This design comes from an exercise in tuning for small area, a short achievable clock period and few clock cycles per item on the open sky130 flow, not from production work. In this exercise RTL edits were held to simulation tests only and were not proved equivalent to the original. Power figures rest on the tool's default switching activity, not on a simulated workload.

**design.v**
```verilog
module sprite_blit_colour_key_clip (
   input  logic        clock,
   input  logic        reset,
   input  logic        req_tvalid,
   output logic        req_tready,
   input  logic [31:0] req_tdata,
   output logic        rsp_tvalid,
   input  logic        rsp_tready,
   output logic [47:0] rsp_tdata,
   output logic [1:0]  rsp_tuser,
   output logic        rsp_tlast,
   input  logic        csr_we,
   input  logic [2:0]  csr_index,
   input  logic [11:0] csr_wdata
);
   localparam logic [15:0] KEY = 16'hF81F;
   function automatic logic geu(input logic [12:0] a, input logic [12:0] b);
      logic cy;
      cy = 1'b1;
      for (int i = 0; i < 13; i++)
         cy = (a[i] & ~b[i]) | (cy & (a[i] | ~b[i]));
      geu = cy;
   endfunction
   function automatic logic ges(input logic [12:0] a, input logic [12:0] b);
      ges = geu({~a[12], a[11:0]}, {~b[12], b[11:0]});
   endfunction
   logic [9:0]  wm1, hm1;           
   logic [11:0] px, py;             
   logic [1:0]  al, op;
   logic [11:0] sw, sh;             
   logic [12:0] xe;                 
   logic [12:0] colv;               
   logic [12:0] rowv;               
   logic [21:0] pb;                 
   logic        off_ff;
   logic [4:0]  ms;                 
   logic        rdy_ff, wr_ff;
   logic        s_valid, s_bgok;
   logic [15:0] s_pix;
   logic [9:0]  c, r;
   logic        hit;
   logic        o_valid, o_we, o_last;
   logic [21:0] o_dest;
   logic [15:0] o_pix;
   function automatic logic [9:0] clamp_s_m1(input logic [10:0] v);
      if (v == 11'd0)      clamp_s_m1 = 10'd0;
      else if (v[10])      clamp_s_m1 = 10'd1023;
      else                 clamp_s_m1 = v[9:0] - 10'd1;
   endfunction
   function automatic logic [11:0] clamp_f(input logic [11:0] v);
      if (v == 12'd0)                 clamp_f = 12'd1;
      else if (v[11] && |v[10:0])     clamp_f = 12'd2048;
      else                            clamp_f = v;
   endfunction
   always_ff @(posedge clock) begin
      if (reset) begin
         wm1 <= 10'd0;
         hm1 <= 10'd0;
         px  <= 12'd0;
         py  <= 12'd0;
         al  <= 2'd0;
         op  <= 2'd0;
         sw  <= 12'd1024;
         sh  <= 12'd768;
      end else if (csr_we) begin
         case (csr_index)
            3'd0: wm1 <= clamp_s_m1(csr_wdata[10:0]);
            3'd1: hm1 <= clamp_s_m1(csr_wdata[10:0]);
            3'd2: px  <= csr_wdata;
            3'd3: py  <= csr_wdata;
            3'd4: al  <= csr_wdata[1:0];
            3'd5: op  <= csr_wdata[1:0];
            3'd6: sw  <= clamp_f(csr_wdata);
            default: sh <= clamp_f(csr_wdata);
         endcase
      end
   end
   logic [9:0]  c_n;
   logic [11:0] dlo;
   logic [21:0] dest;
   logic        colvis, rowvis, vis, first, col_wrap, row_wrap;
   logic        spr_ok, bg_ok, can_out, in_acc, accept, s_valid_n;
   logic [15:0] pix;
   assign colvis   = !colv[12] && (colv[11:0] < sw);
   assign rowvis   = !rowv[12] && !geu({1'b0, rowv[11:0]}, {1'b0, sh});
   assign vis      = colvis && rowvis;
   assign dlo      = {1'b0, pb[10:0]} + {1'b0, colv[10:0]};
   assign dest     = {dlo[11] ? pb[21:11] + 11'd1 : pb[21:11], dlo[10:0]};
   assign first    = (c == 10'd0) && (r == 10'd0);
   assign col_wrap = geu({3'b000, c}, {3'b000, wm1});
   assign row_wrap = geu({3'b000, r}, {3'b000, hm1});
   assign pix      = s_valid ? s_pix : req_tdata[15:0];
   assign spr_ok   = pix != KEY;
   assign bg_ok    = s_valid ? s_bgok : req_tdata[31:16] != KEY;
   assign can_out    = !o_valid || rsp_tready;
   assign req_tready = rdy_ff;
   assign in_acc     = req_tvalid && rdy_ff;
   assign accept     = can_out && (s_valid ? ms == 5'd0 : in_acc);
   assign s_valid_n  = s_valid ? !accept : in_acc && !accept;
   assign c_n        = !accept ? c : col_wrap ? 10'd0 : c + 10'd1;
   always_ff @(posedge clock) begin
      if (reset) begin
         c       <= 10'd0;
         r       <= 10'd0;
         hit     <= 1'b0;
         o_valid <= 1'b0;
      end else begin
         if (accept) begin
            o_valid <= 1'b1;
            hit     <= (first ? 1'b0 : hit) |
                       ((op == 2'd3) && vis && spr_ok && bg_ok);
            c <= c_n;
            if (col_wrap)
               r <= row_wrap ? 10'd0 : r + 10'd1;
         end else if (rsp_tready) begin
            o_valid <= 1'b0;
         end
      end
   end
   always_ff @(posedge clock) begin
      if (accept) begin
         o_we   <= vis && (op == 2'd2 || (!op[1] && spr_ok));
         o_dest <= vis ? dest : 22'd0;
         o_pix  <= pix;
         o_last <= col_wrap && row_wrap;
      end
   end
   logic [12:0] xb;
   logic        xci;
   logic [21:0] add_a, add_b, sum;
   logic [22:0] sum_x;
   logic [13:0] xe_x;
   logic        add_ci, restart;
   logic [4:0]  ms_n;
   logic        m_i, m_1, m_2, m_h, m_hb;    
   logic        sel_c, sel_e;                
   logic        off_x, off_y, wr2_ff;
   always_comb begin
      xb  = ({13{sel_c}} & ~{4'b0000, wm1[9:1]}) |
            ({13{sel_e}} & ~{3'b000, wm1});
      xci = sel_c && !wm1[0];
      xe_x = {px[11], px, xci} + {xb, xci};
      add_a  = ({22{m_h}} & {pb[20:0], 1'b0}) |
               ({22{m_1}} & {{10{py[11]}}, py}) |
               ({22{!m_h && !m_1}} & pb);
      add_b  = ({22{m_i}} & ~{10'd0, sw}) |
               ({22{m_1}} & {12'd0, hm1}) |
               ({22{m_2}} & ~{12'd0, r}) |
               ({22{m_hb}} & {{9{rowv[12]}}, rowv});
      add_ci = m_i || m_2;
      sum_x = {add_a, add_ci} + {add_b, add_ci};
      sum   = sum_x[22:1];
      restart = (csr_we && (csr_index == 3'd1 || csr_index == 3'd3 || csr_index == 3'd6)) ||
                (accept && col_wrap && row_wrap);
      if (restart)            ms_n = 5'd1;
      else if (ms == 5'd2)    ms_n = 5'd27;
      else if (ms == 5'd16)   ms_n = 5'd0;
      else if (ms[4])         ms_n = ms - 5'd1;
      else if (ms == 5'd1)    ms_n = 5'd2;
      else                    ms_n = 5'd0;
   end
   always_ff @(posedge clock) begin
      xe     <= xe_x[13:1];
      colv   <= !accept ? xe + {3'b000, c} : col_wrap ? xe : colv + 13'd1;
      if (in_acc && !accept) begin
         s_pix  <= req_tdata[15:0];
         s_bgok <= req_tdata[31:16] != KEY;
      end
      sel_c  <= op != 2'd3 && al == 2'd1;
      sel_e  <= op != 2'd3 && al == 2'd2;
      off_x  <= ges(~{3'b000, wm1}, xe) ||                   
                ges(xe, {1'b0, sw});                         
      off_y  <= ges(~{3'b000, hm1}, {py[11], py}) ||         
                ges({py[11], py}, {1'b0, sh});               
      off_ff <= off_x || off_y;
      if (m_h || m_1 || (accept && col_wrap && !row_wrap))
         pb <= sum;
      else if (m_2)
         pb <= 22'd0;
      if (m_2)
         rowv <= sum[12:0];
      else if (accept && col_wrap && !row_wrap)
         rowv <= rowv - 13'd1;
   end
   always_ff @(posedge clock) begin
      if (reset) begin
         ms     <= 5'd1;
         m_i    <= 1'b0;
         m_1    <= 1'b1;
         m_2    <= 1'b0;
         m_h    <= 1'b0;
         m_hb   <= 1'b0;
         rdy_ff <= 1'b0;
         wr_ff  <= 1'b0;
         wr2_ff <= 1'b0;
         s_valid <= 1'b0;
      end else begin
         ms     <= ms_n;
         m_i    <= ms_n == 5'd0;
         m_1    <= ms_n == 5'd1;
         m_2    <= ms_n == 5'd2;
         m_h    <= ms_n[4];
         m_hb   <= ms_n[4] && sw[ms_n[3:0]];
         wr_ff  <= csr_we;
         wr2_ff <= wr_ff;
         s_valid <= s_valid_n;
         rdy_ff <= ms_n == 5'd0 && !csr_we && !wr_ff && !wr2_ff && !s_valid_n;
      end
   end
   assign rsp_tvalid = o_valid;
   assign rsp_tdata  = {7'd0, off_ff, hit, o_pix, o_dest, o_we};
   assign rsp_tuser  = {op[1], op[0] && !op[1]};
   assign rsp_tlast  = o_last;
endmodule
```
**run.sh**
```bash
#!/bin/bash
# synth_recipe.tcl (not shown) runs the flow's synth.tcl, then flattens the netlist and writes it again
# the make line also repeats each setting of config.mk as NAME=value (left out here)
make -C /OpenROAD-flow-scripts/flow DESIGN_CONFIG=/design/flow/config.mk WORK_HOME=/design/flow/orfs CLKGATE_MAP_FILE= SYNTH_SCRIPT=/design/flow/synth_recipe.tcl finish
```
**config.mk**
```make
export PLATFORM = sky130hd
export DESIGN_NAME = sprite_blit_colour_key_clip
export DESIGN_NICKNAME = sprite_blit_colour_key_clip
export VERILOG_FILES = /design/flow/design.v
export SDC_FILE = /design/flow/constraint.sdc
export NUM_CORES = 4
export LEC_CHECK = 0
export CAP_MARGIN = 20
export CORE_MARGIN = 2
export CORE_UTILIZATION = 60
export PLACE_DENSITY = 0.75
export SETUP_SLACK_MARGIN = 4.0
export SLEW_MARGIN = 20
```
**constraint.sdc**
```tcl
create_clock -name core_clock -period 7.0 [get_ports {clock}]
set_input_delay 1.4000 -clock core_clock [delete_from_list [all_inputs] [get_ports {clock}]]
set_output_delay 1.4000 -clock core_clock [all_outputs]
set_load 0.01 [all_outputs]
```
==> flow_summary.json, run 1 <==
{
  "outcome": "timing/DRC/antenna clean",
  "clock_latency_ns": 0.54,
  "via_count": 12800,
  "post-route-period-util_pct": 45.2,
  "placed_cells": 1968,
  "end_kind": "register",
  "grt.overflow.total": 0,
  "max_freq_mhz": 316,
  "slew_viol_final": 0,
  "synth_cells": 1620,
  "worstHoldStart": "off_x",
  "pwr_density_cell_mw_per_mm2": 259,
  "start_util_pct": 61.3,
  "ctsHoldBuffers": 0,
  "grt_pass1_wl_um": 64500,
  "setup_viol": 0,
  "synthArstFlopShare_pct": 0,
  "core_area_mm2": 0.0228,
  "h-tree-depth": 1,
  "cp_slowest_cell": "edfxtp_1",
  "routedWlPerCell_um": 20.3,
  "worstRegToRegCells": 11,
  "clkTransAtPathRegs_ns": 0.07,
  "finalInstanceArea_mm2": 0.0172,
  "antenna_cells": 0,
  "ant_nets": 0,
  "maxCapViolations": 0,
  "yosysTopAreaCell": "dfxtp_1",
  "die_area_mm2": 0.0245,
  "setup-tns-final_ns": 0,
  "reg2reg_from": "rowv[0]",
  "worst-setup-path-type": "register to register",
  "postLayoutSetupSlackWorst_ns": 3.84,
  "grt_max_degree": 65,
  "synth_commonest_cells": "nand2_1, nor2_1, a21oi_1",
  "finish.utilization_pct": 75.4,
  "power_frac_seq_pct": 38.5,
  "fin_cells": 2075,
  "leakage_nw": 6.44,
  "globalRouteTotalUtil_pct": 33.6,
  "ys_warn_count": 1,
  "ios": 105,
  "combPwrFrac_pct": 29.4,
  "cts-root-buf": "clkbuf_16",
  "dpl.hpwl_um": 28800,
  "die_h_um": 157,
  "power_switching_w": 0.00147,
  "p_int_w": 0.00298,
  "endpoint": "pb[19]",
  "rsz0062_at_grt": "true",
  "io_buffers": 97,
  "yosys.area.top_type_share_pct": 19.8,
  "drt_iter0_markers": 1364,
  "cts_tree": "done",
  "clockBufferDepth": 3,
  "crit_path_start_kind": "register",
  "tightest_slew_ns": 0.914,
  "clock-sinks": 230,
  "drc": 0,
  "netlist_top_cells_area": "dfxtp_1, edfxtp_1, ha_1",
  "routed_wl_um": 42100,
  "relSlewSlack_pct": 39.0,
  "hp-class": "register to register",
  "synthFlopType": "dfxtp_1",
  "yosysMostFrequentCell": "nand2_1",
  "p_sw_share_pct": 33.0,
  "fin_nets": 1875,
  "ir_drop_v": 0.000210,
  "hold_viol_final": 0,
  "synth_enable_flop_cells": 92,
  "drive_gt1_share_pct": 14.4,
  "clockPowerShare_pct": 32.1,
  "r2r-end": "pb[19]",
  "syn_area_mm2": 0.0140,
  "pre_cts_slack_ns": 2.86,
  "reg2reg_slack_ns": 3.84,
  "cts_buffers": 26,
  "critPathLaunch": "rowv[0]",
  "place.gp.congestion": 0.920,
  "row_count": 55,
  "synth-seq-cells": 230,
  "hold-path-cell-count": 1,
  "syn-mean-instance-area_um2": 8.62,
  "grt_pass1_vias": 12000,
  "cp_max_fo": 3,
  "place_area_mm2": 0.0152,
  "synth.distinct_cells": 86,
  "required_ns": 7.29,
  "clock_skew_ns": 0.0150,
  "vias_per_cell": 6.15,
  "worst_path_largest_cell_delay_ns": 0.46,
  "cp_cell_sequence": "a221o_1 > fa_2 > a21o_1 > a21oi_2 > o21ai_2 > a221o_1 > a41oi_2 > o21ai_2 > a31o_2 > xnor2_2 > nor2_1",
  "syn2layout_area_growth_pct": 23.0,
  "post-route-min-period_ns": 3.16,
  "antenna_found_initial": 0,
  "ys_seq_area_share_pct": 39.6,
  "worstPathArrival_ns": 3.45,
  "die_w_um": 157,
  "firstDrtPassIters": 6
}
placed cells by master, fill, tap and decap left out, drive strengths merged, types with 30 or more instances in the layout:
cell type        n
buf             60
nor3            37
a21oi          141
dfxtp          138
o21ai           72
inv             98
edfxtp          92
nor2           158
nand3           32
xnor2           54
clkbuf          31
nor2b           35
xor2            30
clkdlybuf4s50   89
ha              76
nand2          234
per-stage QoR:
step                      hold WS (ns)  total power, W
after floorplan                  0.389         0.00243
after global placement           0.422         0.00272
after detailed placement         0.433         0.00274
after CTS                        0.439         0.00426
after global routing             0.447         0.00463
final                            0.441         0.00445
registers in the layout, indices dropped and copies added, names as in the netlist, 2 cells and up:
name,flops
sh,12
wm1,10
pb,22
c,10
o_pix,16
rowv,13
px,12
hm1,10
ms,4
py,12
colv,13
r,10
o_dest,22
op,2
al,2
xe,13
s_pix,16
sw,12
logic make-up after synthesis:
logic type	Yosys count	synth area share, %
flip-flops	230	39.6
buffers and inverters	168	4.92
XOR/XNOR	84	5.27
AND/OR/NAND/NOR	597	19.7
adder cells (fa/ha/maj)	99	8.81
AO/OA/AOI/OAI	414	19.5
other	1	0.0268
multiplexers	27	2.28
critical path: cells and delay by family (launching register included):
family,cells,cell delay [ns]
AOI/OAI and AO/OA,8,1.85
and+or+nand+nor,1,0.05
xor gates and xnor gates,1,0.18
DFF,1,0.46
adders and majority gates,1,0.38
worst min-delay path by stage:
stage	endpoint
CTS	sel_e
global route	sel_c
detailed placement	sel_c
global placement	sel_c
floorplan	off_ff
finish	off_ff
cell type report:
cell class              instances  area, µm²
clock buffers                  29        704
clock inverters                18        191
fillers                      1691       5590
inverters                      93        359
multi-input cells            1232       8350
flip-flops and latches        230       5570
well taps                     313        392
repair buffers                160       1630
metal layers:
layer | vias to the layer above | global-route usage (%) | part of all wire (%) | routed length (µm)
met1 | 6007 | 43.3 | 41 | 17100
met2 | 598 | 57.2 | 47 | 19800
met3 | 114 | 5.10 | 8.4 | 3540
li1 | 6051 | - | - | -
met5 | - | 0 | 0 | 0
met4 | 0 | 12.4 | 3.8 | 1620
power by group through the flow:
stage / combinational, W / sequential, W / clock, W
2_1_floorplan: 0.000781 / 0.00165 / 0
3_3_place_gp: 0.000987 / 0.00173 / 0
3_5_place_dp: 0.00101 / 0.00173 / 0
4_1_cts: 0.00114 / 0.00170 / 0.00143
5_1_grt: 0.00142 / 0.00172 / 0.00149
6_report: 0.00131 / 0.00171 / 0.00142
what timing repair did:
item                                    in CTS  in global routing
hold endpoints to repair                     0                  0
resized for setup                           57                 96
pin swaps                                   19                 36
cloned                                       7                  2
buffers inserted                            31                 20
endpoints found under the setup margin     197                103
Testbench counts, summed over its fixed seeds: cycles 43,016, items 40,504.
==> inputs of run 2 (changes only) <==
--- a/config.mk
+++ b/config.mk
@@ -7,7 +7,6 @@
 export LEC_CHECK = 0
 export CAP_MARGIN = 20
 export CORE_MARGIN = 2
-export CORE_UTILIZATION = 60
-export PLACE_DENSITY = 0.75
+export CORE_UTILIZATION = 40
 export SETUP_SLACK_MARGIN = 4.0
 export SLEW_MARGIN = 20
==> run 2 against run 1 <==
Against the previous run:
- non-clock buffer count down 14
- via count is 3.6% lower
- critical endpoint is now pb[21]
- clock power increased by 5%
- sequential cell count unchanged
- clock skew rose by 0.0047 ns
- combinational power shrank 7%
- synthesized cell count did not move
- count of clock-buffer cells in the layout up 6
- largest power group unchanged
- register-to-register slack better by 0.10 ns
- total power shrank 0.46%
- area after synthesis is the same
==> flow_summary.json, run 2 <==
{
  "outcome": "timing/DRC/antenna clean",
  "syn_area_mm2": 0.0140,
  "fin_cells": 2206,
  "fin_nets": 1862,
  "ios": 105,
  "maxCapViolations": 0,
  "cp_top_family": "compound AO/OA/AOI/OAI gates",
  "ir_drop_v": 0.000187,
  "place.gp.congestion": 0.902,
  "regArea_mm2": 0.00557,
  "globalRouteTotalUtil_pct": 22.4,
  "pre_cts_slack_ns": 2.37,
  "cp_slowest_cell": "dfxtp_4",
  "firstDrtPassIters": 8,
  "io_buffers": 97,
  "mostFrequentLayoutCell": "nand2_1",
  "combPwrFrac_pct": 27.7,
  "via_count": 12300,
  "antenna_found_initial": 0,
  "syn-mean-instance-area_um2": 8.62,
  "ys_seq_area_share_pct": 39.6,
  "cp_max_fo": 10,
  "synthFlopType": "dfxtp_1",
  "worstPathArrival_ns": 3.35,
  "row_count": 68,
  "antenna_cells": 0,
  "synthArstFlopShare_pct": 0,
  "yosysTopAreaCell": "dfxtp_1",
  "p_sw_share_pct": 31.4,
  "ant_nets": 0,
  "synth_cells": 1620,
  "die_area_mm2": 0.0364,
  "yosysMostFrequentCell": "nand2_1",
  "tightest_slew_ns": 0.954,
  "power_frac_seq_pct": 38.7,
  "max_freq_mhz": 327,
  "dpl.hpwl_um": 29900,
  "vias_per_cell": 5.58,
  "clockPowerShare_pct": 33.7,
  "setup-tns-final_ns": 0,
  "setup_viol": 0,
  "end_kind": "register",
  "ys_warn_count": 1,
  "relSlewSlack_pct": 36.3,
  "worst-setup-path-type": "register to register",
  "core_area_mm2": 0.0345,
  "synth-seq-cells": 230,
  "power_switching_w": 0.00139,
  "routedWlPerCell_um": 18.9,
  "cts-root-buf": "clkbuf_16",
  "netlist_top_cells_area": "dfxtp_1, edfxtp_1, ha_1",
  "syn2layout_area_growth_pct": 23.3,
  "clock_latency_ns": 0.55,
  "post-route-min-period_ns": 3.06,
  "grt_pass1_vias": 11600,
  "multi_input_area_mm2": 0.00829,
  "cp_cell_sequence": "buf_4 > bufbuf_16 > a221o_1 > ha_4 > o21a_1 > o21ai_0 > nand2b_1 > a21boi_2 > a41oi_2 > o21ai_2 > a31o_2 > mux2i_1 > nor2_1",
  "p_int_w": 0.00303,
  "hp-class": "register to register",
  "leakage_nw": 6.36,
  "routed_wl_um": 41700,
  "placed_cells": 2110,
  "clkTransAtPathRegs_ns": 0.06,
  "slew_viol_final": 0,
  "yosys.area.top_type_share_pct": 19.8,
  "crit_buf_inv": 2,
  "rsz0062_at_grt": "true",
  "hold_viol_final": 0,
  "drt_iter0_markers": 996,
  "pwr_density_cell_mw_per_mm2": 257,
  "n_fill_cell": 3295,
  "final_cell_mix": "nand2_1, nor2_1, a21oi_1",
  "synth_enable_flop_cells": 92,
  "crit_path_start_kind": "register",
  "required_ns": 7.29,
  "drc": 0,
  "grt_pass1_wl_um": 64300,
  "die_w_um": 191,
  "clock_skew_ns": 0.0198,
  "synth.distinct_cells": 86,
  "cts_buffers": 27,
  "grt_max_degree": 82,
  "postLayoutSetupSlackWorst_ns": 3.94,
  "clockBufferDepth": 3,
  "cts_tree": "done",
  "start_util_pct": 40.5,
  "clock-sinks": 230,
  "grt.overflow.total": 0,
  "drive_gt1_share_pct": 13.1,
  "post-route-period-util_pct": 43.7,
  "reg_top3": "o_dest x22, pb x22",
  "worst_path_largest_cell_delay_ns": 0.35,
  "h-tree-depth": 1,
  "synth_commonest_cells": "nand2_1, nor2_1, a21oi_1",
  "die_h_um": 191
}
[run 2: timing repair]
| item | 4_1_cts | 5_1_grt |
|---|---|---|
| pin swaps | 14 | 36 |
| cloned | 8 | 1 |
| setup buffers | 24 | 13 |
| gates resized for setup | 68 | 71 |
| setup endpoints to repair | 189 | 91 |
| hold buffers | 0 | 0 |
[run 2: per-stage QoR]
step / total power, W / hold WS (ns) / util (%) / instance area (µm²)
2_1_floorplan: 0.00243 / 0.389 / - / 14100
3_3_place_gp: 0.00273 / 0.421 / 44.5 / 15300
3_5_place_dp: 0.00275 / 0.430 / 44.6 / 15400
4_1_cts: 0.00435 / 0.443 / 48.9 / 16900
5_1_grt: 0.00464 / 0.459 / 50.0 / 17200
6_report: 0.00443 / 0.442 / 50.0 / 17200
[run 2: area by class of cell]
cell class              count  share of cell area (%)
multi-input cells        1232                    48.1
clock buffers              35                    4.10
well taps                 455                    3.31
clock inverters            15                    1.34
repair buffers            146                    8.74
flip-flops and latches    230                    32.3
inverters                  93                    2.06
[run 2: final timing paths]
kind         startpoint      to  slack [ns]  depth (start not counted)
max                 m_2  pb[21]        3.94                         13
min               al[1]   sel_c        0.44                          1
max reg2reg         m_2  pb[21]        3.94                         13
min reg2reg       al[1]   sel_c        0.44                          1
[run 2: cells by family (layout without fill, tap and decap cells)]
kind of cell               Yosys count  count (layout)  share of synthesized area, %
AOI/OAI and AO/OA                  414             415                          19.5
xor gates and xnor gates            84              84                          5.27
adders and majority gates           99              99                          8.81
buffers and inverters              168             289                          4.92
DFF                                230             230                          39.6
muxes                               27              27                          2.28
other                                1               7                        0.0268
and+or+nand+nor                    597             600                          19.7
[run 2: power by group through the flow]
stage | clock network, W | logic (W) | registers [W]
after floorplan | 0 | 0.000781 | 0.00165
after global placement | 0 | 0.00100 | 0.00173
after detailed placement | 0 | 0.00101 | 0.00174
after CTS | 0.00152 | 0.00112 | 0.00171
after global routing | 0.00157 | 0.00135 | 0.00172
final | 0.00149 | 0.00122 | 0.00171
[run 2: worst reg2reg max path: stages, from the launching register on]
cell and delay, ns:
dfxtp_4 0.35, buf_4 0.15, bufbuf_16 0.27, a221o_1 0.33
ha_4 0.27, o21a_1 0.18, o21ai_0 0.16, nand2b_1 0.10
a21boi_2 0.17, a41oi_2 0.22, o21ai_2 0.12, a31o_2 0.29
mux2i_1 0.15, nor2_1 0.05
[run 2: routing by layer]
| layer | GRT usage, % | vias up | share of wire (%) |
|---|---|---|---|
| li1 | - | 6023 | - |
| met1 | 31.5 | 5772 | 46 |
| met2 | 36.4 | 445 | 45 |
| met3 | 2.80 | 65 | 7.5 |
| met4 | 5.72 | 0 | 2.2 |
| met5 | 0 | - | 0 |
==> inputs of run 3 (changes only) <==
--- a/config.mk
+++ b/config.mk
@@ -8,5 +8,5 @@
 export CAP_MARGIN = 20
 export CORE_MARGIN = 2
 export CORE_UTILIZATION = 40
-export SETUP_SLACK_MARGIN = 4.0
+export SETUP_SLACK_MARGIN = 5.0
 export SLEW_MARGIN = 20
==> run 3 against run 2 <==
Against the previous run:
- clock skew rose by 0.0050 ns
- critical path depth fell by 2
- largest power group unchanged
- final cell count rose by 7.8%
- synthesized cell count did not move
- clock power barely moved
- via count rose by 11%
- wire length rose by 18%
- register-to-register slack got worse by 0.12 ns
- sequential share of layout area fell by 5.0 points
- design area rose by 20%
- core utilization rose by 9.8 points
==> flow_summary.json, run 3 <==
{
  "outcome": "timing/DRC/antenna clean",
  "via_count": 13700,
  "whs_endpoint": "sel_e",
  "globalRouteTotalUtil_pct": 25.6,
  "grt.overflow.total": 0,
  "crit_buf_inv": 0,
  "synth_fa_ha_area_share_pct": 8.81,
  "hold_viol_final": 0,
  "reg2reg_slack_ns": 3.82,
  "ys_seq_area_share_pct": 39.6,
  "setup-tns-final_ns": 0,
  "maxCapViolations": 0,
  "ios": 105,
  "synthArstFlopShare_pct": 0,
  "max_freq_mhz": 315,
  "syn-mean-instance-area_um2": 8.62,
  "grt_pass1_vias": 13100,
  "firstDrtPassIters": 5,
  "fin_nets": 2034,
  "syn2layout_area_growth_pct": 47.6,
  "synthMuxAreaShare_pct": 2.28,
  "crit_path_start_kind": "register",
  "clock-sinks": 230,
  "clkTransAtPathRegs_ns": 0.06,
  "rsz0062_at_grt": "true",
  "mostFrequentLayoutCell": "nand2_1",
  "antenna_cells": 0,
  "synth_enable_flop_cells": 92,
  "synth_xor_area_share_pct": 5.27,
  "worstHoldStart": "al[0]",
  "cts_buffers": 27,
  "synth.distinct_cells": 86,
  "tightest_slew_ns": 0.866,
  "cts_tree": "done",
  "ys_warn_count": 1,
  "worstPathArrival_ns": 3.48,
  "setup_viol": 0,
  "cts-root-buf": "clkbuf_16",
  "synth_top_family_by_area": "simple AND/OR/NAND/NOR gates",
  "netlist_top_cells_area": "dfxtp_1, edfxtp_1, ha_1",
  "ant_nets": 0,
  "die_w_um": 191,
  "row_count": 68,
  "grt_max_degree": 54,
  "ir_drop_v": 0.000186,
  "synth_compound_area_share_pct": 19.5,
  "end_kind": "register",
  "drt_iter0_markers": 1061,
  "grt_pass1_wl_um": 72700,
  "clock_latency_ns": 0.56,
  "pre_cts_slack_ns": 2.74,
  "die_h_um": 191,
  "hold-path-cell-count": 1,
  "yosysMostFrequentCell": "nand2_1",
  "drc": 0,
  "synth_commonest_cells": "nand2_1, nor2_1, a21oi_1",
  "leakage_nw": 7.89,
  "reg2reg_from": "rowv[0]",
  "yosys.area.top_type_share_pct": 19.8,
  "postLayoutSetupSlackWorst_ns": 3.82,
  "drive_gt1_share_pct": 37.9,
  "yosysTopAreaCell": "dfxtp_1",
  "relSlewSlack_pct": 41.7,
  "reg_top3": "o_dest x22, pb x22",
  "slew_viol_final": 0,
  "post-route-period-util_pct": 45.4,
  "cp_max_fo": 4,
  "routed_wl_um": 49300,
  "worstRegToRegCells": 11,
  "vias_per_cell": 5.76,
  "core_area_mm2": 0.0345,
  "cp_cell_sequence": "a221o_1 > fa_2 > a21o_1 > a21oi_2 > o21ai_2 > a221o_1 > a41oi_2 > o21ai_2 > a31o_4 > mux2i_1 > nor2_1",
  "clockBufferDepth": 3,
  "die_area_mm2": 0.0364,
  "required_ns": 7.31,
  "n_fill_cell": 2874,
  "synth_simple_gate_area_share_pct": 19.7,
  "start_util_pct": 40.5,
  "io_buffers": 97,
  "worst-setup-path-type": "register to register",
  "h-tree-depth": 1,
  "synthFlopType": "dfxtp_1",
  "dpl.hpwl_um": 30800,
  "clock_skew_ns": 0.0248,
  "cp_top_family": "compound AO/OA/AOI/OAI gates",
  "syn_area_mm2": 0.0140,
  "hp-class": "register to register",
  "place.gp.congestion": 0.887,
  "worst_path_largest_cell_delay_ns": 0.46,
  "synth_cells": 1620,
  "final_cell_mix": "nand2_1, buf_4, nor2_1",
  "synth-seq-cells": 230,
  "routedWlPerCell_um": 20.8,
  "cp_slowest_cell": "edfxtp_1",
  "r2r-end": "pb[21]",
  "pwr_density_cell_mw_per_mm2": 236,
  "post-route-min-period_ns": 3.18,
  "antenna_found_initial": 0
}
run 3: cell counts after synthesis:
Identical to the previous run, type by type.
run 3: worst max path at each step:
| stage | endpoint | slack, ns | from | cells after the start |
|---|---|---|---|---|
| finish | pb[21] | 3.82 | rowv[0] | 11 |
| global placement | pb[18] | 2.82 | req_tvalid | 9 |
| CTS | pb[21] | 3.92 | m_1 | 14 |
| global route | pb[21] | 3.74 | rowv[0] | 11 |
| floorplan | pb[0] | 3.77 | req_tvalid | 9 |
| detailed placement | pb[18] | 2.74 | req_tvalid | 9 |
run 3: cell families after synthesis:
| group | after synthesis |
|---|---|
| flops | 230 |
| simple gates | 597 |
| mux | 27 |
| buf+inv | 168 |
| fa+ha+maj | 99 |
| xor+xnor | 84 |
| compound gates | 414 |
| other cells | 1 |
run 3: timing repair:
item,in CTS,in global routing
pin swaps,118,116
setup endpoints to repair,325,293
gates resized for setup,607,225
hold buffers,0,0
endpoints found under the hold margin,0,0
cloned,23,3
setup buffers,141,50
run 3: layout make-up:
type / instances / area (µm²) / area share (%)
clock buffers: 39 / 803 / 3.90
well taps: 455 / 569 / 2.76
multi-input cells: 1235 / 9790 / 47.5
flip-flops and latches: 230 / 5640 / 27.3
repair buffers: 315 / 3290 / 16.0
clock inverters: 11 / 131 / 0.637
inverters: 93 / 394 / 1.91
run 3: stage by stage:
step | cells | area (µm²) | utilization [%] | power (W) | hold WS, ns
floorplan | 1626 | 14900 | - | 0.00251 | 0.389
global placement | 2111 | 15800 | 45.9 | 0.00281 | 0.445
detailed placement | 2111 | 15800 | 45.9 | 0.00282 | 0.437
CTS | 2325 | 19300 | 56.1 | 0.00460 | 0.437
global route | 2378 | 20600 | 59.8 | 0.00506 | 0.474
finish | 2378 | 20600 | 59.8 | 0.00486 | 0.439
run 3: report_power, final:
group	leakage (nW)	switching, W	internal (W)
Sequential	2.00	0.000178	0.00154
Clock	0.461	0.000594	0.000877
Combinational	5.43	0.000875	0.000802
run 3: per-layer routing:
layer	GRT usage, %	vias up	wire length (µm)
met4	11.1	0	2030
met3	4.58	150	3750
li1	-	6388	-
met5	0	-	0
met1	33.3	6588	20600
met2	41.8	564	23000
==> inputs of run 4 (changes only) <==
--- a/design.v
+++ b/design.v
@@ -33,6 +33,7 @@
    logic [12:0] rowv;               
    logic [21:0] pb;                 
    logic        off_ff;
+   logic        rvis_ff;            
    logic [4:0]  ms;                 
    logic        rdy_ff, wr_ff;
    logic        s_valid, s_bgok;
@@ -82,7 +83,7 @@
    logic        spr_ok, bg_ok, can_out, in_acc, accept, s_valid_n;
    logic [15:0] pix;
    assign colvis   = !colv[12] && (colv[11:0] < sw);
-   assign rowvis   = !rowv[12] && !geu({1'b0, rowv[11:0]}, {1'b0, sh});
+   assign rowvis   = rvis_ff;
    assign vis      = colvis && rowvis;
    assign dlo      = {1'b0, pb[10:0]} + {1'b0, colv[10:0]};
    assign dest     = {dlo[11] ? pb[21:11] + 11'd1 : pb[21:11], dlo[10:0]};
@@ -181,6 +182,10 @@
          rowv <= sum[12:0];
       else if (accept && col_wrap && !row_wrap)
          rowv <= rowv - 13'd1;
+      if (accept && col_wrap && !row_wrap)
+         rvis_ff <= !rowv[12] && rowv != 13'd0 && geu({1'b0, sh}, {1'b0, rowv[11:0]});
+      else
+         rvis_ff <= !rowv[12] && !geu({1'b0, rowv[11:0]}, {1'b0, sh});
    end
    always_ff @(posedge clock) begin
       if (reset) begin
--- a/config.mk
+++ b/config.mk
@@ -8,5 +8,5 @@
 export CAP_MARGIN = 20
 export CORE_MARGIN = 2
 export CORE_UTILIZATION = 40
-export SETUP_SLACK_MARGIN = 5.0
+export SETUP_SLACK_MARGIN = 4.0
 export SLEW_MARGIN = 20
==> run 4 against run 3 <==
Against the previous run:
- non-clock buffer count shrank 171
- highest routed layer unchanged
- still clean on timing, DRC and antenna
- combinational power shrank 33%
- first-iteration DRC count is 13% higher
- final cell count fell by 5.6%
- worst setup slack improved by 0.012 ns
- total power decreased by 12%
- largest cell class unchanged
- core utilization decreased by 11 points
- design area decreased by 16%
- wire length decreased by 13%
- sequential power about the same
- clock skew fell by 0.0078 ns
- hold slack better by 0.014 ns
==> flow_summary.json, run 4 <==
{
  "setup-tns-final_ns": 0,
  "synth-seq-cells": 231,
  "n_fill_cell": 3351,
  "postLayoutSetupSlackWorst_ns": 3.83,
  "p_int_w": 0.00293,
  "antenna_cells": 0,
  "crit_path_start_kind": "register",
  "synth_cells": 1664,
  "regArea_mm2": 0.00558,
  "core_area_mm2": 0.0354,
  "globalRouteTotalUtil_pct": 22.2,
  "die_w_um": 193,
  "tightest_slew_ns": 0.880,
  "power_frac_seq_pct": 39.8,
  "reg2reg_slack_ns": 3.83,
  "routedWlPerCell_um": 19.1,
  "clock_skew_ns": 0.0170,
  "ir_drop_v": 0.000178,
  "worstPathArrival_ns": 3.46,
  "power_switching_w": 0.00137,
  "via_count": 12800,
  "syn2layout_area_growth_pct": 21.4,
  "end_kind": "register",
  "finish.utilization_pct": 49.1,
  "syn_area_mm2": 0.0143,
  "syn-mean-instance-area_um2": 8.61,
  "clkTransAtPathRegs_ns": 0.06,
  "row_count": 69,
  "cp_max_fo": 5,
  "vias_per_cell": 5.68,
  "setup_viol": 0,
  "worst-setup-path-type": "register to register",
  "synthArstFlopShare_pct": 0,
  "p_sw_share_pct": 31.9,
  "hp-class": "register to register",
  "antenna_found_initial": 0,
  "post-route-period-util_pct": 45.2,
  "rsz0062_at_grt": "true",
  "synthFlopType": "dfxtp_1",
  "grt_max_degree": 70,
  "relSlewSlack_pct": 40.8,
  "required_ns": 7.29,
  "yosys.area.top_type_share_pct": 19.4,
  "outcome": "timing/DRC/antenna clean",
  "post-route-min-period_ns": 3.17,
  "drive_gt1_share_pct": 12.7,
  "grt_pass1_vias": 12000,
  "ctsHoldBuffers": 0,
  "ys_warn_count": 1,
  "io_buffers": 97,
  "slew_viol_final": 0,
  "ant_nets": 0,
  "cts_buffers": 26,
  "power_w": 0.00430,
  "ios": 105,
  "mostFrequentLayoutCell": "nand2_1",
  "synth.distinct_cells": 82,
  "yosysMostFrequentCell": "nand2_1",
  "firstDrtPassIters": 6,
  "dpl.hpwl_um": 31000,
  "maxCapViolations": 0,
  "die_area_mm2": 0.0373,
  "clockPowerShare_pct": 34.0,
  "netlist_top_cells_area": "dfxtp_1, edfxtp_1, ha_1",
  "reg_top3": "o_dest x22, pb x22",
  "cts-root-buf": "clkbuf_16",
  "place.gp.congestion": 0.911,
  "drt_iter0_markers": 1194,
  "grt.overflow.total": 0,
  "pwr_density_cell_mw_per_mm2": 248,
  "die_h_um": 193,
  "h-tree-depth": 1,
  "synth_commonest_cells": "nand2_1, nor2_1, a21oi_1",
  "drc": 0,
  "leakage_nw": 6.56,
  "grt_pass1_wl_um": 67400,
  "ys_seq_area_share_pct": 38.7,
  "multi_input_area_mm2": 0.00855,
  "max_freq_mhz": 316,
  "yosysTopAreaCell": "dfxtp_1",
  "synth_enable_flop_cells": 92,
  "clockBufferDepth": 3,
  "clock-sinks": 231,
  "final_cell_mix": "nand2_1, nor2_1, a21oi_1",
  "start_util_pct": 40.5,
  "clock_latency_ns": 0.55,
  "pre_cts_slack_ns": 2.38,
  "combPwrFrac_pct": 26.2,
  "hold_viol_final": 0,
  "routed_wl_um": 42900,
  "fin_nets": 1896,
  "cts_tree": "done"
}
-- run 4: cell types whose count changed after synthesis, moves of 4 or more --
cell | before | now
nand3_1 | 32 | 46
nand2_1 | 234 | 207
a21oi_1 | 141 | 146
mux2i_1 | 7 | 22
maj3_1 | 14 | 19
o31ai_1 | 3 | 7
or3_1 | 3 | 13
nor3_1 | 36 | 52
nand2b_1 | 27 | 40
o22ai_1 | 18 | 12
nor2_1 | 156 | 147
a211oi_1 | 13 | 20
o211ai_1 | 19 | 12
-- run 4: worst paths after layout --
kind                            cells after the start  start      to
worst max-delay path                               14    m_1  pb[21]
worst min-delay path                                1  al[1]   sel_c
worst max register to register                     14    m_1  pb[21]
worst min register to register                      1  al[1]   sel_c
-- run 4: power groups by stage --
stage / Sequential, W / Combinational, W / Clock (W)
after detailed placement: 0.00174 / 0.000991 / 0
after global placement: 0.00173 / 0.000979 / 0
final: 0.00171 / 0.00113 / 0.00146
after floorplan: 0.00165 / 0.000779 / 0
after global routing: 0.00172 / 0.00124 / 0.00154
after CTS: 0.00171 / 0.00106 / 0.00150
-- run 4: layout make-up --
| cell class | count | area share (%) |
|---|---|---|
| Multi-Input combinational cell | 1265 | 49.2 |
| Inverter | 95 | 2.07 |
| Sequential cell | 231 | 32.1 |
| Timing Repair Buffer | 144 | 7.97 |
| Tap cell | 461 | 3.32 |
| Clock inverter | 16 | 1.15 |
| Clock buffer | 32 | 4.17 |
| Timing Repair inverter | 1 | 0.0432 |
-- run 4: metal layers --
layer	track usage, %	routed length [µm]
met1	31.9	19500
met2	35.0	19000
met3	3.45	3390
met4	5.54	1020
met5	0	0
-- run 4: critical path, cell delays in order, from the launching register on --
cell,delay (ns)
dfxtp_4,0.38
buf_8,0.14
nor2_4,0.05
buf_6,0.12
a22o_4,0.23
fa_2,0.40
a211oi_2,0.27
o211ai_1,0.20
a41oi_2,0.22
o21ai_2,0.10
nor2_1,0.12
a21oi_2,0.09
a211oi_2,0.31
mux2i_1,0.22
nor3_1,0.06
-- run 4: kinds of logic after synthesis --
group | after synthesis | share of synthesized area (%)
xor+xnor | 83 | 5.08
compound gates | 416 | 18.9
simple gates | 613 | 20.3
mux | 39 | 2.87
fa+ha+maj | 104 | 8.94
buf+inv | 177 | 5.16
other cells | 1 | 0.0262
flops | 231 | 38.7
-- run 4: timing repair --
item | in CTS | in global routing
cloned | 7 | 0
pin swaps | 30 | 29
setup endpoints to repair | 198 | 93
buffers inserted | 23 | 13
gates resized for setup | 104 | 55
-- run 4: through the flow --
stage | cells | hold slack (ns) | cell area [µm²]
2_1_floorplan | 1670 | 0.389 | 14600
3_3_place_gp | 2154 | 0.428 | 15700
3_5_place_dp | 2154 | 0.444 | 15700
4_1_cts | 2232 | 0.460 | 17100
5_1_grt | 2245 | 0.469 | 17400
6_report | 2245 | 0.453 | 17400
Testbench counts of run 4, summed over its fixed seeds: cycles 43,016, items 40,504.
==> inputs of run 5 (changes only) <==
==> flow/run.sh (new file) <==
#!/bin/bash
# The standard layout (standard.sh), with one change: the port buffers that
# global placement inserts on every input and output use buf_2 instead of the
# resizer's default pick (clkdlybuf4s50_1, a slow delay buffer).
set -euo pipefail
export BUFFER_PORTS_ARGS="-buffer_cell sky130_fd_sc_hd__buf_2"
bash standard.sh finish > standard_finish.log 2>&1
==> standard.sh (new file) <==
#!/bin/bash
# synth_recipe.tcl (not shown) runs the flow's synth.tcl, then flattens the netlist and writes it again
# the make line also repeats each setting of config.mk as NAME=value (left out here)
make -C /OpenROAD-flow-scripts/flow DESIGN_CONFIG=/design/flow/config.mk WORK_HOME=/design/flow/orfs CLKGATE_MAP_FILE= SYNTH_SCRIPT=/design/flow/synth_recipe.tcl "${@:-finish}"
removed: run.sh
==> run 5 against run 4 <==
Against the previous run:
- non-clock buffer count up 20
- global-route usage grew 0.31 points
- combinational power increased by 4%
- via count about the same
- synthesized cell count unchanged
- sequential power barely moved
- sequential share of layout area increased by 0.45 points
- die area unchanged
==> flow_summary.json, run 5 <==
{
  "syn-mean-instance-area_um2": 8.61,
  "clkTransAtPathRegs_ns": 0.07,
  "globalRouteTotalUtil_pct": 22.5,
  "whs_endpoint": "sel_c",
  "worstRegToRegCells": 14,
  "die_w_um": 193,
  "synth.distinct_cells": 82,
  "clock_latency_ns": 0.55,
  "ir_drop_v": 0.000168,
  "die_area_mm2": 0.0373,
  "grt.overflow.total": 0,
  "hold_viol_final": 0,
  "cp_cell_sequence": "buf_8 > nand2_2 > o21ai_2 > a221o_1 > ha_4 > a21o_1 > a2111oi_4 > a21oi_2 > o211ai_1 > a31oi_1 > nor3_2 > o31ai_2 > xnor2_1 > nor2_1",
  "drive_gt1_share_pct": 19.4,
  "h-tree-depth": 1,
  "max_freq_mhz": 315,
  "ys_warn_count": 1,
  "ant_nets": 0,
  "place.gp.congestion": 0.921,
  "mostFrequentLayoutCell": "nand2_1",
  "core_area_mm2": 0.0354,
  "syn2layout_area_growth_pct": 19.6,
  "dpl.hpwl_um": 31100,
  "finalInstanceArea_mm2": 0.0171,
  "worstPathArrival_ns": 3.47,
  "routedWlPerCell_um": 19.1,
  "post-route-min-period_ns": 3.17,
  "cp_top_family": "compound AO/OA/AOI/OAI gates",
  "worstSetupPathDepth": 14,
  "routed_wl_um": 43300,
  "row_count": 69,
  "yosysTopAreaCell": "dfxtp_1",
  "slew_viol_final": 0,
  "yosys.area.top_type_share_pct": 19.4,
  "drt_iter0_markers": 845,
  "required_ns": 7.30,
  "pre_cts_slack_ns": 2.72,
  "synth_commonest_cells": "nand2_1, nor2_1, a21oi_1",
  "cts_buffers": 27,
  "reg_top3": "o_dest x22, pb x22",
  "synthArstFlopShare_pct": 0,
  "rsz0062_at_grt": "true",
  "synthFlopType": "dfxtp_1",
  "crit_path_start_kind": "register",
  "finish.utilization_pct": 48.4,
  "ys_seq_area_share_pct": 38.7,
  "grt_pass1_wl_um": 68200,
  "leakage_nw": 6.58,
  "yosysMostFrequentCell": "nand2_1",
  "worstHoldStart": "al[1]",
  "worst_path_largest_cell_delay_ns": 0.37,
  "ios": 105,
  "clock-sinks": 231,
  "grt_pass1_vias": 12300,
  "outcome": "timing/DRC/antenna clean",
  "start_util_pct": 40.5,
  "end_kind": "register",
  "synth_enable_flop_cells": 92,
  "drc": 0,
  "postLayoutSetupSlackWorst_ns": 3.83,
  "cp_max_fo": 6,
  "via_count": 12800,
  "tightest_slew_ns": 0.909,
  "vias_per_cell": 5.64,
  "reg2reg_from": "m_1",
  "antenna_cells": 0,
  "cts-root-buf": "clkbuf_16",
  "firstDrtPassIters": 6,
  "cts_tree": "done",
  "relSlewSlack_pct": 39.1,
  "pwr_density_cell_mw_per_mm2": 249,
  "setup-tns-final_ns": 0,
  "place_area_mm2": 0.0153,
  "clockBufferDepth": 3,
  "hold-path-cell-count": 1,
  "clock_skew_ns": 0.0134,
  "synth-seq-cells": 231,
  "synth_cells": 1664,
  "post-route-period-util_pct": 45.3,
  "hp-class": "register to register",
  "final_cell_mix": "nand2_1, nor2_1, a21oi_1",
  "reg2reg_slack_ns": 3.83,
  "setup_viol": 0,
  "cp_slowest_cell": "dfxtp_4",
  "die_h_um": 193,
  "worst-setup-path-type": "register to register",
  "syn_area_mm2": 0.0143,
  "maxCapViolations": 0,
  "netlist_top_cells_area": "dfxtp_1, edfxtp_1, ha_1",
  "antenna_found_initial": 0,
  "r2r-end": "pb[20]",
  "n_fill_cell": 3407,
  "fin_nets": 1917,
  "crit_buf_inv": 1,
  "io_buffers": 97,
  "grt_max_degree": 68
}
-- run 5: cell count changes in the layout (fill, tap and decap cells not counted), sizes merged --
cell           delta
bufinv            -2
dlymetal6s2s      -3
clkdlybuf4s50    -75
dlygate4sd2      -11
clkbuf            +1
inv               +3
clkinv            -1
buf             +109
-- run 5: where the power goes --
part           switching [W]  leakage [nW]  internal [W]
Sequential          0.000173          1.98       0.00154
Clock               0.000578         0.424      0.000806
Combinational       0.000656          4.17      0.000514
Total                0.00141          6.58       0.00286
-- run 5: final cells by class --
type	instances	area [µm²]	share of cell area (%)
repair inverters	1	7.51	0.0438
repair buffers	164	1120	6.56
flip-flops and latches	231	5580	32.5
well taps	461	577	3.37
inverters	95	362	2.11
multi-input cells	1265	8620	50.3
clock buffers	33	719	4.20
clock inverters	16	148	0.862
-- run 5: repair_timing --
| item | CTS | global route |
|---|---|---|
| gates resized for setup | 70 | 74 |
| hold buffers | 0 | 0 |
| buffers inserted | 35 | 19 |
| setup endpoints to repair | 111 | 109 |
| gates cloned | 6 | 3 |
| pin swaps | 34 | 38 |
| endpoints found under the hold margin | 0 | 0 |
-- run 5: worst max path at each step --
stage               startpoint     end  slack [ns]
global route               m_1  pb[21]        3.73
floorplan           req_tvalid   pb[0]        3.68
detailed placement  req_tvalid  pb[16]        2.72
global placement    req_tvalid  pb[16]        2.81
CTS                        m_1  pb[21]        3.86
finish                     m_1  pb[20]        3.83
-- run 5: cells by family after synthesis --
family | count (synthesis) | share of synthesized area [%]
AO/OA/AOI/OAI | 416 | 18.9
multiplexers | 39 | 2.87
flip-flops | 231 | 38.7
other | 1 | 0.0262
AND/OR/NAND/NOR | 613 | 20.3
adder cells (fa/ha/maj) | 104 | 8.94
buffers and inverters | 177 | 5.16
XOR/XNOR | 83 | 5.08
-- run 5: per-stage QoR --
stage / power [W] / hold WS, ns / cells
global route: 0.00448 / 0.479 / 2266
CTS: 0.00419 / 0.440 / 2244
finish: 0.00427 / 0.437 / 2266
floorplan: 0.00243 / 0.389 / 1670
detailed placement: 0.00272 / 0.432 / 2154
global placement: 0.00271 / 0.422 / 2154
-- run 5: per-layer routing --
layer,GRT usage (%),routed length [µm],vias up
li1,-,-,6208
met4,6.36,1220,0
met3,3.33,3240,77
met1,32.2,19900,6004
met5,0,0,-
met2,35.4,18900,480
-- run 5: worst reg2reg max path: cells and delay by family, from the launching register on --
family	cells	cell delay [ns]
xor gates and xnor gates	1	0.16
DFF	1	0.37
adders and majority gates	1	0.27
buffers and inverters	1	0.14
and+or+nand+nor	3	0.37
AOI/OAI and AO/OA	8	1.61
==> inputs of run 6 (changes only) <==
--- a/design.v
+++ b/design.v
@@ -33,7 +33,6 @@
    logic [12:0] rowv;               
    logic [21:0] pb;                 
    logic        off_ff;
-   logic        rvis_ff;            
    logic [4:0]  ms;                 
    logic        rdy_ff, wr_ff;
    logic        s_valid, s_bgok;
@@ -83,7 +82,7 @@
    logic        spr_ok, bg_ok, can_out, in_acc, accept, s_valid_n;
    logic [15:0] pix;
    assign colvis   = !colv[12] && (colv[11:0] < sw);
-   assign rowvis   = rvis_ff;
+   assign rowvis   = !rowv[12] && !geu({1'b0, rowv[11:0]}, {1'b0, sh});
    assign vis      = colvis && rowvis;
    assign dlo      = {1'b0, pb[10:0]} + {1'b0, colv[10:0]};
    assign dest     = {dlo[11] ? pb[21:11] + 11'd1 : pb[21:11], dlo[10:0]};
@@ -182,10 +181,6 @@
          rowv <= sum[12:0];
       else if (accept && col_wrap && !row_wrap)
          rowv <= rowv - 13'd1;
-      if (accept && col_wrap && !row_wrap)
-         rvis_ff <= !rowv[12] && rowv != 13'd0 && geu({1'b0, sh}, {1'b0, rowv[11:0]});
-      else
-         rvis_ff <= !rowv[12] && !geu({1'b0, rowv[11:0]}, {1'b0, sh});
    end
    always_ff @(posedge clock) begin
       if (reset) begin
--- a/config.mk
+++ b/config.mk
@@ -8,5 +8,5 @@
 export CAP_MARGIN = 20
 export CORE_MARGIN = 2
 export CORE_UTILIZATION = 40
-export SETUP_SLACK_MARGIN = 4.0
+export SETUP_SLACK_MARGIN = 3.5
 export SLEW_MARGIN = 20
==> run 6 against run 5 <==
Against the previous run:
- sequential cell count shrank 1
- critical path depth shrank 4
- register-to-register slack got worse by 0.18 ns
- core utilization shrank 2.6 points
- final cell count is 4.4% lower
- design area down 7.8%
- still clean on timing, DRC and antenna
==> flow_summary.json, run 6 <==
{
  "rsz0062_at_grt": "false",
  "clock_skew_ns": 0.0262,
  "worst_path_largest_cell_delay_ns": 0.65,
  "syn_area_mm2": 0.0140,
  "cts_tree": "done",
  "die_h_um": 191,
  "routed_wl_um": 39400,
  "finalInstanceArea_mm2": 0.0158,
  "cp_slowest_cell": "or3_2",
  "vias_per_cell": 5.56,
  "antenna_cells": 0,
  "drive_gt1_share_pct": 12.5,
  "post-route-period-util_pct": 47.9,
  "core_area_mm2": 0.0345,
  "slew_viol_final": 0,
  "final_cell_mix": "nand2_1, nor2_1, a21oi_1",
  "cts_buffers": 27,
  "drc": 0,
  "power_w": 0.00412,
  "routedWlPerCell_um": 18.2,
  "clockBufferDepth": 3,
  "post-route-min-period_ns": 3.35,
  "end_kind": "register",
  "required_ns": 7.26,
  "place.gp.congestion": 0.895,
  "syn2layout_area_growth_pct": 13.0,
  "hold-path-cell-count": 1,
  "grt_pass1_wl_um": 61300,
  "crit_path_start_kind": "input port",
  "mostFrequentLayoutCell": "nand2_1",
  "die_w_um": 191,
  "ir_drop_v": 0.000172,
  "cp_cell_sequence": "buf_2 > nand2_1 > nor2_1 > a31oi_2 > a21oi_4 > buf_12 > o211ai_4 > nor2_2 > or2_4 > or3_2",
  "yosysMostFrequentCell": "nand2_1",
  "hold_viol_final": 0,
  "outcome": "timing/DRC/antenna clean",
  "reg2reg_slack_ns": 3.65,
  "reg_top3": "o_dest x22, pb x22",
  "reg2reg_from": "m_2",
  "antenna_found_initial": 0,
  "worst-setup-path-type": "input port to register",
  "cts-root-buf": "clkbuf_16",
  "setup-tns-final_ns": 0,
  "yosys.area.top_type_share_pct": 19.8,
  "worstPathArrival_ns": 3.61,
  "setup_viol": 0,
  "max_freq_mhz": 298,
  "globalRouteTotalUtil_pct": 21.3,
  "dpl.hpwl_um": 29600,
  "place_area_mm2": 0.0148,
  "clock-sinks": 230,
  "ys_seq_area_share_pct": 39.6,
  "hp-class": "register to register",
  "synth_commonest_cells": "nand2_1, nor2_1, a21oi_1",
  "synth-seq-cells": 230,
  "grt_max_degree": 82,
  "pwr_density_cell_mw_per_mm2": 261,
  "row_count": 68,
  "ant_nets": 0,
  "yosysTopAreaCell": "dfxtp_1",
  "relSlewSlack_pct": 39.6,
  "synthFlopType": "dfxtp_1",
  "netlist_top_cells_area": "dfxtp_1, edfxtp_1, ha_1",
  "ctsHoldBuffers": 0,
  "clkTransAtPathRegs_ns": 0.06,
  "grt.overflow.total": 0,
  "drt_iter0_markers": 1001,
  "leakage_nw": 5.96,
  "worstHoldStart": "al[0]",
  "h-tree-depth": 1,
  "r2r-end": "pb[21]",
  "maxCapViolations": 0,
  "ys_warn_count": 1,
  "start_util_pct": 40.5,
  "whs_endpoint": "sel_e",
  "die_area_mm2": 0.0364,
  "fin_nets": 1823,
  "ios": 105,
  "worstRegToRegCells": 11,
  "synth_enable_flop_cells": 92,
  "io_buffers": 97,
  "clock_latency_ns": 0.55,
  "firstDrtPassIters": 5,
  "synth.distinct_cells": 86,
  "tightest_slew_ns": 0.905,
  "syn-mean-instance-area_um2": 8.62,
  "synth_cells": 1620,
  "grt_pass1_vias": 11100,
  "synthArstFlopShare_pct": 0,
  "cp_max_fo": 77,
  "via_count": 12000
}
## run 6: cell count changes in the layout (fill, tap and decap cells not counted), moves of 7 or more
cell	change
ha_1	+9
o22ai_1	+7
buf_6	-14
nor2_1	+11
mux2i_1	-15
buf_4	-35
o211ai_1	+7
dfxtp_1	+11
nand2b_1	-12
or3_1	-8
nor3_1	-12
nand3_1	-13
nand2_1	+35
dfxtp_2	-8
## run 6: how the worst max path moves through the flow
stage / startpoint / endpoint / slack [ns]
after floorplan: req_tvalid / s_bgok / 3.40
after global placement: req_tvalid / pb[18] / 2.53
after detailed placement: req_tvalid / pb[18] / 2.49
after CTS: m_1 / pb[21] / 3.51
after global routing: m_1 / pb[21] / 3.50
final: req_tvalid / pb[0] / 3.65
## run 6: timing repair
item,4_1_cts,5_1_grt
pin swaps,0,3
gates cloned,0,2
resized for setup,11,10
endpoints found under the setup margin,47,29
buffers inserted,0,4
## run 6: final cells by class
class,count,area (µm²)
multi-input cells,1229,7860
well taps,455,569
fillers,3412,18700
clock buffers,41,816
inverters,93,349
clock inverters,8,70.1
flip-flops and latches,230,5530
repair inverters,1,5.00
repair buffers,109,592
## run 6: kinds of logic (layout without fill, tap and decap cells)
family	after synthesis	in the layout	share of synthesized area, %
other cells	1	7	0.0268
simple gates	597	598	19.7
fa+ha+maj	99	99	8.81
flops	230	230	39.6
mux	27	27	2.28
xor+xnor	84	84	5.27
compound gates	414	414	19.5
buf+inv	168	252	4.92
## run 6: per-layer routing
metal / vias up / global-route usage [%] / share of wire [%]
met4: 0 / 6.38 / 2.8
met1: 5597 / 30.7 / 47
li1: 5941 / - / -
met5: - / 0 / 0
met2: 424 / 33.4 / 43
met3: 72 / 2.36 / 7.1
## run 6: critical path: cells and delay by family
family,cells,cell delay [ns]
AOI/OAI and AO/OA,3,0.59
buffers and inverters,2,0.33
and+or+nand+nor,5,1.27
## run 6: through the flow
stage                     hold WS [ns]  setup slack [ns]  util [%]  std cells
after floorplan                  0.389              3.40         -       1626
after global placement           0.430              2.53      42.9       2111
after detailed placement         0.427              2.49      42.9       2111
after CTS                        0.439              3.51      45.6       2160
after global routing             0.466              3.50      45.8       2166
final                            0.438              3.65      45.8       2166
## run 6: where the power goes
part | total, W | internal, W | switching, W
logic | 0.00101 | 0.000422 | 0.000589
registers | 0.00171 | 0.00154 | 0.000167
clock network | 0.00140 | 0.000839 | 0.000557
Testbench counts of run 6, summed over its fixed seeds: cycles 43,016, items 40,504.
==> inputs of run 7 (changes only) <==
--- a/config.mk
+++ b/config.mk
@@ -8,5 +8,5 @@
 export CAP_MARGIN = 20
 export CORE_MARGIN = 2
 export CORE_UTILIZATION = 40
-export SETUP_SLACK_MARGIN = 3.5
+export SETUP_SLACK_MARGIN = 3.75
 export SLEW_MARGIN = 20
==> run 7 against run 6 <==
Against the previous run:
- worst setup slack improved by 0.20 ns
- first-iteration DRC count decreased by 8.7%
- wire length increased by 3.3%
- global-route usage increased by 0.47 points
- clock power increased by 5%
- final cell count increased by 0.37%
- register-to-register slack improved by 0.20 ns
- sequential share of layout area decreased by 0.53 points
- sequential cell count unchanged
- highest routed layer unchanged
==> flow_summary.json, run 7 <==
{
  "cts_buffers": 27,
  "n_fill_cell": 3366,
  "syn2layout_area_growth_pct": 14.8,
  "final_cell_mix": "nand2_1, nor2_1, a21oi_1",
  "pwr_density_cell_mw_per_mm2": 265,
  "power_w": 0.00425,
  "cp_max_fo": 8,
  "finalInstanceArea_mm2": 0.0160,
  "die_area_mm2": 0.0364,
  "maxCapViolations": 0,
  "yosysMostFrequentCell": "nand2_1",
  "synth_commonest_cells": "nand2_1, nor2_1, a21oi_1",
  "drive_gt1_share_pct": 14.1,
  "required_ns": 7.30,
  "grt_pass1_vias": 11100,
  "fin_cells": 2174,
  "io_buffers": 97,
  "regArea_mm2": 0.00553,
  "fin_nets": 1830,
  "placed_cells": 2110,
  "netlist_top_cells_area": "dfxtp_1, edfxtp_1, ha_1",
  "reg2reg_from": "m_i",
  "max_freq_mhz": 317,
  "yosysTopAreaCell": "dfxtp_1",
  "post-route-period-util_pct": 45.1,
  "place.gp.congestion": 0.856,
  "dpl.hpwl_um": 29900,
  "mostFrequentLayoutCell": "nand2_1",
  "drt_iter0_markers": 914,
  "synth.distinct_cells": 86,
  "finish.utilization_pct": 46.5,
  "hp-class": "register to register",
  "antenna_found_initial": 0,
  "post-route-min-period_ns": 3.15,
  "clock-sinks": 230,
  "cts-root-buf": "clkbuf_16",
  "clock_latency_ns": 0.56,
  "routedWlPerCell_um": 18.7,
  "synth_enable_flop_cells": 92,
  "vias_per_cell": 5.59,
  "syn_area_mm2": 0.0140,
  "worstRegToRegCells": 14,
  "ir_drop_v": 0.000166,
  "synthMuxAreaShare_pct": 2.28,
  "tightest_slew_ns": 0.851,
  "grt.overflow.total": 0,
  "ant_nets": 0,
  "die_h_um": 191,
  "rsz0062_at_grt": "true",
  "slew_viol_final": 0,
  "clkTransAtPathRegs_ns": 0.06,
  "grt_pass1_wl_um": 62500,
  "ctsHoldBuffers": 0,
  "drc": 0,
  "synthArstFlopShare_pct": 0,
  "end_kind": "register",
  "clockBufferDepth": 3,
  "via_count": 12200,
  "r2r-end": "pb[21]",
  "yosys.area.top_type_share_pct": 19.8,
  "worstPathArrival_ns": 3.45,
  "synth_compound_area_share_pct": 19.5,
  "firstDrtPassIters": 8,
  "antenna_cells": 0,
  "synth-seq-cells": 230,
  "core_area_mm2": 0.0345,
  "die_w_um": 191,
  "relSlewSlack_pct": 43.2,
  "ys_seq_area_share_pct": 39.6,
  "synth_xor_area_share_pct": 5.27,
  "place_area_mm2": 0.0148,
  "synthFlopType": "dfxtp_1",
  "setup_viol": 0,
  "start_util_pct": 40.5,
  "setup-tns-final_ns": 0,
  "clock_skew_ns": 0.0305,
  "grt_max_degree": 77,
  "worst-setup-path-type": "register to register",
  "h-tree-depth": 1,
  "ys_warn_count": 1,
  "ios": 105,
  "synth_cells": 1620,
  "multi_input_area_mm2": 0.00797,
  "outcome": "timing/DRC/antenna clean",
  "reg_top3": "o_dest x22, pb x22",
  "endpoint": "pb[21]",
  "critPathLaunch": "m_i",
  "synth_simple_gate_area_share_pct": 19.7,
  "reg2reg_slack_ns": 3.85,
  "syn-mean-instance-area_um2": 8.62,
  "synth_fa_ha_area_share_pct": 8.81,
  "routed_wl_um": 40700,
  "crit_path_start_kind": "register",
  "hold_viol_final": 0,
  "synth_top_family_by_area": "simple AND/OR/NAND/NOR gates",
  "leakage_nw": 6.01,
  "globalRouteTotalUtil_pct": 21.8,
  "row_count": 68,
  "cts_tree": "done"
}
## run 7: cell families (layout without fill, tap and decap cells)
logic type,count (synthesis),in the layout
other cells,1,7
simple gates,597,598
flops,230,230
mux,27,27
fa+ha+maj,99,99
xor+xnor,84,84
compound gates,414,414
buf+inv,168,260
## run 7: critical path, cell delays in order, from the launching register on
cell and delay, ns:
dfxtp_2 0.37, inv_4 0.10, buf_4 0.11, o21ai_0 0.10, a221o_1 0.30, ha_1 0.35, o21a_1 0.13, o21ai_1 0.16
nor2_1 0.06, a221o_1 0.37, a41oi_2 0.25, o21ai_2 0.12, a31o_2 0.28, mux2i_1 0.15, nor2_1 0.05
## run 7: routing by layer
layer,track usage (%),share of wire (%)
met5,0,0
met4,4.89,2.3
met3,2.61,6.5
met2,33.8,43
met1,32.2,48
## run 7: worst min-delay path by stage
stage          start     end  slack (ns)  depth (start not counted)
5_1_grt        sh[3]   sh[3]        0.47                          2
4_1_cts        sh[3]   sh[3]        0.45                          2
3_3_place_gp   off_x  off_ff        0.44                          1
6_report       off_y  off_ff        0.45                          1
2_1_floorplan  off_x  off_ff        0.39                          1
3_5_place_dp   off_y  off_ff        0.44                          1
## run 7: what timing repair did
action,4_1_cts,5_1_grt
gates resized for setup,16,25
gates cloned,0,2
hold endpoints to repair,0,0
setup endpoints to repair,53,59
pin swaps,6,8
buffers inserted,9,3
## run 7: through the flow
stage | hold WS (ns) | worst slack, ns
after floorplan | 0.389 | 3.77
after global placement | 0.439 | 2.96
after detailed placement | 0.437 | 2.94
after CTS | 0.455 | 3.70
after global routing | 0.471 | 3.66
final | 0.446 | 3.85
## run 7: cell type report
type,count,share of cell area [%]
clock buffer,34,4.69
clock inverter,16,1.15
inverter,93,2.19
multi-input combinational,1229,49.7
sequential,230,34.5
tap,455,3.55
timing repair buffer,117,4.20
## run 7: report_power, final
part / internal, W / switching [W]
Sequential: 0.00154 / 0.000162
Clock: 0.000876 / 0.000598
Combinational: 0.000453 / 0.000616
==> inputs of run 8 (changes only) <==
--- a/config.mk
+++ b/config.mk
@@ -5,6 +5,7 @@
 export SDC_FILE = /design/flow/constraint.sdc
 export NUM_CORES = 4
 export LEC_CHECK = 0
+export ABC_AREA = 1
 export CAP_MARGIN = 20
 export CORE_MARGIN = 2
 export CORE_UTILIZATION = 40
==> run 8 against run 7 <==
Against the previous run:
- highest routed layer unchanged
- clock skew fell by 0.015 ns
- hold slack got worse by 0.038 ns
- first-iteration DRC count rose by 24%
- synthesized cell count increased by 8.4%
- combinational power increased by 18%
- largest power group unchanged
- count of clock-buffer cells in the layout decreased by 3
==> flow_summary.json, run 8 <==
{
  "clkTransAtPathRegs_ns": 0.06,
  "syn-mean-instance-area_um2": 7.84,
  "synth_enable_flop_cells": 92,
  "cts_tree": "done",
  "core_area_mm2": 0.0337,
  "yosysTopAreaCell": "dfxtp_1",
  "synth-seq-cells": 230,
  "synthMuxAreaShare_pct": 0.218,
  "finish.utilization_pct": 46.4,
  "crit_path_start_kind": "register",
  "io_buffers": 97,
  "mostFrequentLayoutCell": "nand2_1",
  "ios": 105,
  "place.gp.congestion": 0.957,
  "hp-class": "register to register",
  "maxCapViolations": 0,
  "ys_warn_count": 1,
  "drive_gt1_share_pct": 11.9,
  "die_area_mm2": 0.0359,
  "die_h_um": 190,
  "ys_seq_area_share_pct": 40.1,
  "slew_viol_final": 0,
  "pwr_density_cell_mw_per_mm2": 280,
  "outcome": "timing/DRC/antenna clean",
  "antenna_found_initial": 2,
  "netlist_top_cells_area": "dfxtp_1, edfxtp_1, nand2_1",
  "synth_cells": 1756,
  "synth_simple_gate_area_share_pct": 21.0,
  "drc": 0,
  "post-route-period-util_pct": 44.0,
  "via_count": 12700,
  "die_w_um": 190,
  "tightest_slew_ns": 0.832,
  "end_kind": "register",
  "rsz0062_at_grt": "true",
  "synth.distinct_cells": 63,
  "multi_input_area_mm2": 0.00715,
  "worst-setup-path-type": "register to register",
  "grt_pass1_wl_um": 65100,
  "synthArstFlopShare_pct": 0,
  "worst_path_largest_cell_delay_ns": 0.50,
  "routed_wl_um": 42500,
  "max_freq_mhz": 324,
  "leakage_nw": 6.69,
  "globalRouteTotalUtil_pct": 23.2,
  "fin_cells": 2312,
  "cts_buffers": 27,
  "ant_nets": 0,
  "cp_slowest_cell": "dfxtp_1",
  "relSlewSlack_pct": 44.1,
  "ir_drop_v": 0.000167,
  "yosysMostFrequentCell": "nand2_1",
  "setup-tns-final_ns": 0,
  "required_ns": 7.30,
  "crit_buf_inv": 1,
  "synth_compound_area_share_pct": 19.4,
  "syn_area_mm2": 0.0138,
  "n_fill_cell": 3379,
  "grt.overflow.total": 0,
  "yosys.area.top_type_share_pct": 20.1,
  "clock-sinks": 230,
  "cp_top_family": "compound AO/OA/AOI/OAI gates",
  "h-tree-depth": 1,
  "cp_common_cell": "nand2_1",
  "cts-root-buf": "clkbuf_16",
  "clock_latency_ns": 0.54,
  "hold_viol_final": 0,
  "synth_fa_ha_area_share_pct": 7.49,
  "start_util_pct": 40.9,
  "whs_ns": 0.407,
  "vias_per_cell": 5.48
}
run 8: cell count changes after synthesis, moves of 38 or more:
| cell | change |
|---|---|
| nor2_1 | -38 |
| nand3_1 | +42 |
| inv_1 | +136 |
| o21ai_0 | +70 |
| o221ai_1 | +40 |
| nand2_1 | +92 |
run 8: worst reg2reg max path, stage by stage (launching register included):
cell	delay (ns)
dfxtp_1	0.50
inv_1	0.22
a22oi_1	0.22
o221ai_1	0.16
ha_1	0.41
nand2_1	0.12
nor2_1	0.12
nor2_1	0.05
o221ai_1	0.19
a21oi_1	0.11
o21ai_1	0.20
nand3_1	0.10
nand2_1	0.11
nand3_1	0.07
nand2_1	0.09
a21oi_1	0.06
o21a_1	0.11
run 8: stage by stage:
stage / area (µm²) / setup WS [ns] / power, W
2_1_floorplan: 13800 / 3.85 / 0.00256
3_3_place_gp: 14600 / 2.83 / 0.00295
3_5_place_dp: 14600 / 2.91 / 0.00296
4_1_cts: 15500 / 3.69 / 0.00435
5_1_grt: 15600 / 3.67 / 0.00460
6_report: 15600 / 3.92 / 0.00437
run 8: kinds of logic (layout without fill, tap and decap cells):
group	Yosys count	in the layout
and+or+nand+nor	639	639
other	1	8
AOI/OAI and AO/OA	452	452
adders and majority gates	80	80
DFF	230	230
buffers and inverters	300	401
muxes	3	3
xor gates and xnor gates	51	51
run 8: final cells by class:
cell class              instances  share of cell area (%)
inverters                     243                    5.90
well taps                     448                    3.59
repair buffers                110                    3.73
diodes                          1                  0.0160
repair inverters                1                  0.0320
clock buffers                  31                    4.61
multi-input cells            1232                    45.8
clock inverters                16                   0.929
flip-flops and latches        230                    35.4
run 8: final timing paths:
kind	startpoint	end	slack [ns]	depth (start not counted)
worst min register to register	off_x	off_ff	0.41	1
worst max register to register	sw[7]	pb[19]	3.92	16
worst max-delay path	sw[7]	pb[19]	3.92	16
worst min-delay path	off_x	off_ff	0.41	1
run 8: layer usage:
layer  vias to the layer above  routed length [µm]  global-route usage, %  share of wire [%]
met5                         -                   0                      0                  0
met4                         0                1320                   7.13                3.1
met3                        86                3710                   3.24                8.7
met2                       511               17500                   34.3                 41
met1                      5837               20000                   34.8                 47
li1                       6232                   -                      -                  -
run 8: what timing repair did:
| item | CTS | global route |
|---|---|---|
| gates resized for setup | 7 | 13 |
| endpoints found under the setup margin | 47 | 71 |
| setup buffers | 0 | 7 |
| cloned | 1 | 0 |
| hold buffers | 0 | 0 |
run 8: power breakdown:
| group | switching (W) | total (W) | internal, W | leakage (nW) |
|---|---|---|---|---|
| combinational | 0.000826 | 0.00126 | 0.000433 | 4.27 |
| clock | 0.000567 | 0.00138 | 0.000809 | 0.428 |
| sequential | 0.000159 | 0.00173 | 0.00157 | 2.00 |

Setup slack of run 8, layout unchanged: 3.917 ns with ideal ports, 3.917 ns with driving cells assumed (clock clkbuf_16, inputs buf_2), 3.396 ns with port delays also shifted by the 0.585 ns mid clock arrival.
